What follows belongs to an exercise in optimizing a design on an open flow for small area, a short achievable clock period and few clock cycles per item; a production flow would make more cautious choices.
In this exercise RTL edits were held to simulation tests only and were not proved equivalent to the original.

==> violet <==
==> flow/design.v (excerpt) <==
module rsa_core (
    input  logic                   clk,
    input  logic                   reset,
    input  logic                   key_valid,
    output logic                   key_ready,
    input  logic [PRIME_WIDTH-1:0] p,
    input  logic [PRIME_WIDTH-1:0] q,
    output logic                   keys_ready,
    output logic [WORD_WIDTH-1:0]  modulus_out,
    output logic [WORD_WIDTH-1:0]  public_e,
    input  logic                   msg_valid,
    output logic                   msg_ready,
    input  logic [WORD_WIDTH-1:0]  msg,
    input  logic                   encrypt,
    output logic                   result_valid,
    input  logic                   result_ready,
    output logic [WORD_WIDTH-1:0]  result
);
Settings: LEC_CHECK=0, CAP_MARGIN=20, CORE_MARGIN=2, CORE_UTILIZATION=40, SLEW_MARGIN=20, SYNTH_HIERARCHICAL=1, SYNTH_MINIMUM_KEEP_SIZE=0; clock period 110.0 ns.
standard.sh (not shown) runs the stock make flow with config.mk's settings and CLKGATE_MAP_FILE= SYNTH_SCRIPT=/design/flow/synth_recipe.tcl, a recipe that flattens the netlist after the stock synthesis.
==> flow/flow/run.sh <==
#!/bin/bash
# The standard layout (the standard.sh, standard synthesis included), with
# a small plain buffer on every port and the timing repair steps asked to leave
# extra setup slack, so that they work on the paths that set the achieved
# period. Constraints are unchanged.
set -euo pipefail
bash standard.sh SETUP_SLACK_MARGIN=86.8 "BUFFER_PORTS_ARGS=-buffer_cell sky130_fd_sc_hd__buf_1" finish > standard.log 2>&1
==> amber (differences from violet) <==
--- a/flow/design.v
+++ b/flow/design.v
@@ -116,15 +116,12 @@
     logic                   k_found;
     logic [4:0]             d_step;
     logic                   d_done;
     logic signed [5:0]      d_g;       
     logic [3:0]             t_hist;    
     logic [1:0]             dred_s;    
-    logic                   dred3;     
-    logic                   div3_y;    
-    logic                   div3_c;    
     logic                   key_busy_q, keys_ready_q, msg_ready_q;   
     logic                   key_ready_q;
     logic                   sel_a_m, sel_a_c;                   
     logic                   sel_b_r2, sel_b_a, sel_b_x, sel_b_m;  
     logic                   sel_n_c;                            
     assign key_ready_q  = !key_busy_q;   
@@ -324,22 +321,12 @@
             7'd114, 7'd116, 7'd119, 7'd120, 7'd125:
                      odd_prime = 1'b1;
             default: odd_prime = 1'b0;
         endcase
     endfunction
     logic       kg_start;
-    logic       h_mod3_zero;
-    logic [2:0] h_even, h_odd;
-    assign h_even = {2'b0, prime_in[0]} + {2'b0, prime_in[2]} + {2'b0, prime_in[4]} + {2'b0, prime_in[6]};
-    assign h_odd  = {2'b0, prime_in[1]} + {2'b0, prime_in[3]} + {2'b0, prime_in[5]};
-    always_comb begin
-        case ({h_even, h_odd})
-            6'o00, 6'o11, 6'o22, 6'o33, 6'o30, 6'o03, 6'o41: h_mod3_zero = 1'b1;
-            default:                                         h_mod3_zero = 1'b0;
-        endcase
-    end
     logic [6:0] prime_in;
     logic       prime_out;
     assign prime_in  = (kg_state == KG_WAIT) ? r2_reg[7:1] : r2_reg[15:9];
     assign prime_out = odd_prime(prime_in);
     logic [8:0] n_sum;      
     logic [7:0] t_sum;      
@@ -355,31 +342,26 @@
     assign t_sum   = {1'b0, x_reg[13:7]} + (r2_reg[1] ? {1'b0, r2_reg[15:9]} : 8'd0);
     assign k_sum   = {1'b0, k_acc} + {1'b0, a_reg[4:0]};
     assign k_diff  = k_sum - {1'b0, e_reg};
     assign k_next  = k_diff[5] ? k_sum[4:0] : k_diff[4:0];
     logic t_from_x;
     assign t_from_x = ({1'b0, d_step} + {4'b0, dred_s}) >= 6'd2;
-    logic t_raw, t_div3;
-    assign t_raw   = t_from_x ? x_reg[0] : 1'b0;
-    assign t_div3  = t_raw ^ div3_y ^ div3_c;
-    assign x_win   = {t_hist, dred3 ? t_div3 : t_raw};
+    assign x_win   = {t_hist, t_from_x ? x_reg[0] : 1'b0};
     always_comb begin
         x_val = (d_step == 5'd0) ? 3'd1 : 3'd0;
         for (int j = 0; j < 5; j++) begin
             x_val = x_val + ((k_val[j] && x_win[j]) ? 3'd1 : 3'd0);
         end
     end
     assign d_bit   = d_g[0] ^ x_val[0];
     assign g_sum   = {{2{d_g[5]}}, d_g} + (d_bit ? {3'b0, e_reg} : 8'd0) - {5'b0, x_val};
     always_ff @(posedge clk) begin
         if (key_fire) r2_reg <= {1'b0, p, q};
         if (kg_state == KG_WAIT) begin
             dred_s <= {1'b0, prime_out && (r2_reg[15:8] != r2_reg[7:0])};
-            dred3  <= h_mod3_zero;   
         end else if (kg_run && kc == 5'd0) begin
-            dred3 <= dred3 && h_mod3_zero && dred_s[0] && prime_out;   
             if (!(dred_s[0] && prime_out)) dred_s <= 2'd0;
             else if (!r2_reg[9] && !r2_reg[1]) dred_s <= 2'd2;   
             else dred_s <= 2'd1;
         end
         if (kg_start) begin
             n_reg   <= '0;
@@ -405,46 +387,32 @@
                 e_chk <= 1'b0;
                 if (a_reg[4:0] == 5'd0 || a_reg[4:0] == cand_e) begin
                     cand <= cand + 3'd1;
                 end else begin
                     e_found <= 1'b1;
                     e_reg   <= cand_e;
-                    case ({dred3, dred_s})
-                        3'b0_00: k_acc <= 5'd1;
-                        3'b0_01: k_acc <= 5'd2;
-                        3'b0_10,
-                        3'b0_11: k_acc <= (cand == 3'd0) ? 5'd1 : 5'd4;
-                        3'b1_01: k_acc <= (cand == 3'd1) ? 5'd1 : 5'd6;
-                        default: begin
-                            case (cand)
-                                3'd1:    k_acc <= 5'd2;    
-                                3'd2:    k_acc <= 5'd5;    
-                                3'd3:    k_acc <= 5'd1;    
-                                default: k_acc <= 5'd12;   
-                            endcase
-                        end
+                    case (dred_s)
+                        2'd0:    k_acc <= 5'd1;
+                        2'd1:    k_acc <= 5'd2;
+                        default: k_acc <= (cand == 3'd0) ? 5'd1 : 5'd4;
                     endcase
                     k_val   <= 5'd0;
                     d_step  <= 5'd0;
                     d_g     <= '0;
                     t_hist  <= '0;
-                    div3_y  <= 1'b0;
-                    div3_c  <= 1'b0;
                 end
             end
             if (e_found && !k_found) begin
                 k_acc <= k_next;
                 k_val <= k_val + 5'd1;
                 if (k_next == 5'd0) k_found <= 1'b1;
             end
             if (k_found && !d_done) begin
                 d_reg  <= {d_bit, d_reg[15:1]};
                 d_g    <= g_sum[6:1];   
                 t_hist <= x_win[3:0];
-                div3_y <= t_div3;
-                div3_c <= (t_div3 & div3_y) | (t_div3 & div3_c) | (div3_y & div3_c);
                 if (t_from_x) x_reg <= x_reg >> 1;
                 d_step <= d_step + 5'd1;
                 if (d_step == 5'd15) d_done <= 1'b1;
             end
             if (res_op || kg_sqr) a_reg <= mm_r;
             if (kg_r2) r2_reg <= mm_r;
==> flow/flow/run.sh (replaced) <==
#!/bin/bash
# The standard layout (the standard.sh, standard synthesis included), with
# a small plain buffer on every port and the timing repair steps asked to leave
# extra setup slack, so that they work on the paths that set the achieved
# period. Constraints are unchanged.
set -euo pipefail
bash standard.sh SETUP_SLACK_MARGIN=87 "BUFFER_PORTS_ARGS=-buffer_cell sky130_fd_sc_hd__buf_1" finish > standard.log 2>&1
==> notes <==
- Of violet and amber, violet has the higher area after synthesis (gap about 1%, measured against amber).
- Against amber, the first-iteration DRC count of violet is smaller by about 1%.
- Hold slack: violet is worse than amber (0.0081 ns).
- Clock-buffer cell count is the same in violet and amber.
- Between amber and violet, the lower die area is in amber (gap 1.0%, measured against violet).
- Of amber and violet, amber has the higher register-to-register slack (gap 0.03 ns).
- Via count is about the same in amber and violet.
- Of amber and violet, violet has the higher final cell count (gap 0.52%, measured against violet).
- In global-route usage, amber and violet hardly differ.
Testbench counts of violet, summed over its fixed seeds: cycles 12,475, items 1,024.
Testbench counts of amber, summed over its fixed seeds: cycles 12,694, items 1,024.

---

==> run A: inputs <==
rsa_core, a different RTL version from the one above (not shown whole).
clock: 110.0 ns
lec_check: 0
cap_margin: 20
core_margin: 2
core_utilization: 40
slew_margin: 20
synth_hierarchical: 1
synth_minimum_keep_size: 0
==> flow/flow/run.sh <==
#!/bin/bash
# The standard layout (the standard.sh, standard synthesis included), with
# a small plain buffer on every port and the timing repair steps asked to leave
# extra setup slack, so that they work on the paths that set the achieved
# period. Constraints are unchanged.
set -euo pipefail
bash standard.sh SETUP_SLACK_MARGIN=87 "BUFFER_PORTS_ARGS=-buffer_cell sky130_fd_sc_hd__buf_1" finish > standard.log 2>&1
==> run X: changes against run A <==
--- a/flow/design.v
+++ b/flow/design.v
@@ -116,11 +116,10 @@
     logic                   k_found;
     logic [4:0]             d_step;
     logic                   d_done;
     logic signed [5:0]      d_g;       
     logic [3:0]             t_hist;    
-    logic [1:0]             dred_s;    
     logic                   key_busy_q, keys_ready_q, msg_ready_q;   
     logic                   key_ready_q;
     logic                   sel_a_m, sel_a_c;                   
     logic                   sel_b_r2, sel_b_a, sel_b_x, sel_b_m;  
     logic                   sel_n_c;                            
@@ -267,33 +266,17 @@
             endcase
         end
     end
     logic [4:0] cand_e, cand_b;
     always_comb begin
-        case ({cand, dred_s})
-            5'b000_00: begin cand_e = 5'd3;  cand_b = 5'd1;  end
-            5'b000_01: begin cand_e = 5'd3;  cand_b = 5'd2;  end
-            5'b000_10: begin cand_e = 5'd3;  cand_b = 5'd1;  end
-            5'b001_00: begin cand_e = 5'd5;  cand_b = 5'd1;  end
-            5'b001_01: begin cand_e = 5'd5;  cand_b = 5'd3;  end
-            5'b001_10: begin cand_e = 5'd5;  cand_b = 5'd4;  end
-            5'b010_00: begin cand_e = 5'd7;  cand_b = 5'd4;  end
-            5'b010_01: begin cand_e = 5'd7;  cand_b = 5'd2;  end
-            5'b010_10: begin cand_e = 5'd7;  cand_b = 5'd1;  end
-            5'b011_00: begin cand_e = 5'd11; cand_b = 5'd1;  end
-            5'b011_01: begin cand_e = 5'd11; cand_b = 5'd6;  end
-            5'b011_10: begin cand_e = 5'd11; cand_b = 5'd3;  end
-            5'b100_00: begin cand_e = 5'd13; cand_b = 5'd9;  end
-            5'b100_01: begin cand_e = 5'd13; cand_b = 5'd11; end
-            5'b100_10: begin cand_e = 5'd13; cand_b = 5'd12; end
-            5'b101_00,
-            5'b110_00,
-            5'b111_00: begin cand_e = 5'd17; cand_b = 5'd16; end
-            5'b101_01,
-            5'b110_01,
-            5'b111_01: begin cand_e = 5'd17; cand_b = 5'd8;  end
-            default:   begin cand_e = 5'd17; cand_b = 5'd4;  end
+        case (cand)
+            3'd0:    begin cand_e = 5'd3;  cand_b = 5'd1;  end
+            3'd1:    begin cand_e = 5'd5;  cand_b = 5'd1;  end
+            3'd2:    begin cand_e = 5'd7;  cand_b = 5'd4;  end
+            3'd3:    begin cand_e = 5'd11; cand_b = 5'd1;  end
+            3'd4:    begin cand_e = 5'd13; cand_b = 5'd9;  end
+            default: begin cand_e = 5'd17; cand_b = 5'd16; end
         endcase
     end
     logic [MONT_WIDTH-1:0] mm_a, mm_b, mm_r;
     logic [WORD_WIDTH-1:0] mm_n;
     assign mm_a = ({MONT_WIDTH{sel_a_m}} & MONT_WIDTH'(m_reg)) |
@@ -317,30 +300,11 @@
     assign sub_out = {1'b0, sub_in} - {2'b0, n_reg};
     assign sub_red = sub_out[MONT_WIDTH] ? sub_in[WORD_WIDTH-1:0] : sub_out[WORD_WIDTH-1:0];
     always_ff @(posedge clk) begin
         if (fix_now) res_reg <= sub_red;
     end
-    function automatic logic odd_prime(input logic [6:0] h);
-        case (h)
-            7'd1, 7'd2, 7'd3, 7'd5, 7'd6, 7'd8,
-            7'd9, 7'd11, 7'd14, 7'd15, 7'd18, 7'd20,
-            7'd21, 7'd23, 7'd26, 7'd29, 7'd30, 7'd33,
-            7'd35, 7'd36, 7'd39, 7'd41, 7'd44, 7'd48,
-            7'd50, 7'd51, 7'd53, 7'd54, 7'd56, 7'd63,
-            7'd65, 7'd68, 7'd69, 7'd74, 7'd75, 7'd78,
-            7'd81, 7'd83, 7'd86, 7'd89, 7'd90, 7'd95,
-            7'd96, 7'd98, 7'd99, 7'd105, 7'd111, 7'd113,
-            7'd114, 7'd116, 7'd119, 7'd120, 7'd125:
-                     odd_prime = 1'b1;
-            default: odd_prime = 1'b0;
-        endcase
-    endfunction
     logic       kg_start;
-    logic [6:0] prime_in;
-    logic       prime_out;
-    assign prime_in  = (kg_state == KG_WAIT) ? r2_reg[7:1] : r2_reg[15:9];
-    assign prime_out = odd_prime(prime_in);
     logic [8:0] n_sum;      
     logic [7:0] t_sum;      
     logic [4:0] k_next;
     logic [5:0] k_sum;
     logic [5:0] k_diff;
@@ -352,30 +316,21 @@
     assign n_sum   = {1'b0, n_reg[15:8]} + (r2_reg[0] ? {1'b0, r2_reg[15:8]} : 9'd0);
     assign t_sum   = {1'b0, x_reg[13:7]} + (r2_reg[1] ? {1'b0, r2_reg[15:9]} : 8'd0);
     assign k_sum   = {1'b0, k_acc} + {1'b0, a_reg[4:0]};
     assign k_diff  = k_sum - {1'b0, e_reg};
     assign k_next  = k_diff[5] ? k_sum[4:0] : k_diff[4:0];
-    logic t_from_x;
-    assign t_from_x = ({1'b0, d_step} + {4'b0, dred_s}) >= 6'd2;
-    assign x_win   = {t_hist, t_from_x ? x_reg[0] : 1'b0};
+    assign x_win   = {t_hist, (d_step >= 5'd2) ? x_reg[0] : 1'b0};
     always_comb begin
         x_val = (d_step == 5'd0) ? 3'd1 : 3'd0;
         for (int j = 0; j < 5; j++) begin
             x_val = x_val + ((k_val[j] && x_win[j]) ? 3'd1 : 3'd0);
         end
     end
     assign d_bit   = d_g[0] ^ x_val[0];
     assign g_sum   = {{2{d_g[5]}}, d_g} + (d_bit ? {3'b0, e_reg} : 8'd0) - {5'b0, x_val};
     always_ff @(posedge clk) begin
         if (key_fire) r2_reg <= {1'b0, p, q};
-        if (kg_state == KG_WAIT) begin
-            dred_s <= {1'b0, prime_out && (r2_reg[15:8] != r2_reg[7:0])};
-        end else if (kg_run && kc == 5'd0) begin
-            if (!(dred_s[0] && prime_out)) dred_s <= 2'd0;
-            else if (!r2_reg[9] && !r2_reg[1]) dred_s <= 2'd2;   
-            else dred_s <= 2'd1;
-        end
         if (kg_start) begin
             n_reg   <= '0;
             x_reg   <= '0;
             cand    <= 3'd0;
             e_chk   <= 1'b0;
@@ -415,11 +370,11 @@
             end
             if (k_found && !d_done) begin
                 d_reg  <= {d_bit, d_reg[15:1]};
                 d_g    <= g_sum[6:1];   
                 t_hist <= x_win[3:0];
-                if (t_from_x) x_reg <= x_reg >> 1;
+                if (d_step >= 5'd2) x_reg <= x_reg >> 1;
                 d_step <= d_step + 5'd1;
                 if (d_step == 5'd15) d_done <= 1'b1;
             end
             if (res_op || kg_sqr) a_reg <= mm_r;
             if (kg_r2) r2_reg <= mm_r;
==> flow/flow/run.sh (replaced) <==
#!/bin/bash
# The standard layout (the standard.sh, standard synthesis included), with
# a plain buffer on every port and the timing repair steps asked to leave
# extra setup slack, so that they work on the paths that set the achieved
# period. Constraints are unchanged.
set -euo pipefail
bash standard.sh SETUP_SLACK_MARGIN=87.4 "BUFFER_PORTS_ARGS=-buffer_cell sky130_fd_sc_hd__buf_2" finish > standard.log 2>&1
==> qor summary <==
metric	run X	run A
Fraction of registers with async set or reset after synthesis	6.18%	6.11%
Number of register bits inferred by synthesis	178	180
Global-route wire length before repair	111000 µm	111000 µm
Instance count after placement with tap cells included	3759	3959
Run status	timing/DRC/antenna clean	timing/DRC/antenna clean
Pre-antenna DRT Iters	6	7
Non-clock buffers, area share	3.92%	2.97%
Y dimension of the die	267 µm	271 µm
Fraction of the core area covered by cells at the end of the flow	43.7%	43.5%
Total buffers and inverters traversed by the critical path	1	2
Highest-delay cell along the critical path	sky130_fd_sc_hd__dfrtp_4	sky130_fd_sc_hd__dfrtp_2
Worst setup skew after layout	0.0147 ns	0.0132 ns
Tapcell count	882	940
Proportion of cell area occupied by multi-input gates	71.5%	72.2%
Layout filler cell count	6798	7039
DR WL/cell	17.1 µm	16.4 µm
Testbench counts of run A, summed over its fixed seeds: cycles 12,710, items 1,024.
Testbench counts of run X, summed over its fixed seeds: cycles 13,334, items 1,024.

## afterwards: timing with drivers on the ports
How much do the figures lean on ideal ports? The routed layouts below were timed once more, with nothing changed but the port constraints. Step 1, drivers: a clkbuf_16 drives clk and a buf_2 each remaining input, both assumed. Step 2, shift: input delay + t, output delay - t, t = (earliest + latest rising clock arrival at the registers) / 2. This alone moves slack from input paths to output paths. a / b / c = ideal ports / drivers / drivers and shift; a / b = the first two.
| run | t (ns) | setup slack, ns | hold slack, ns | clock arrival spread, ns | cell pins on the clock port's net |
|---|---|---|---|---|---|
| violet | 0.519 | 86.863 / 86.804 / 86.449 | 0.466 / 0.466 / 0.466 | 0.015 / 0.016 | 1 |
| amber | 0.508 | 86.908 / 86.861 / 86.603 | 0.474 / 0.474 / 0.474 | 0.013 / 0.013 | 1 |
| run A | 0.495 | 86.876 / 86.830 / 86.640 | 0.471 / 0.471 / 0.471 | 0.013 / 0.013 | 1 |
| run X | 0.489 | 86.933 / 86.886 / 86.608 | 0.482 / 0.482 / 0.482 | 0.015 / 0.015 | 1 |
After both steps every run listed still meets setup and hold. The setup slack of violet, which loses most, moves by -0.059 ns with the drivers and by -0.414 ns with both steps.
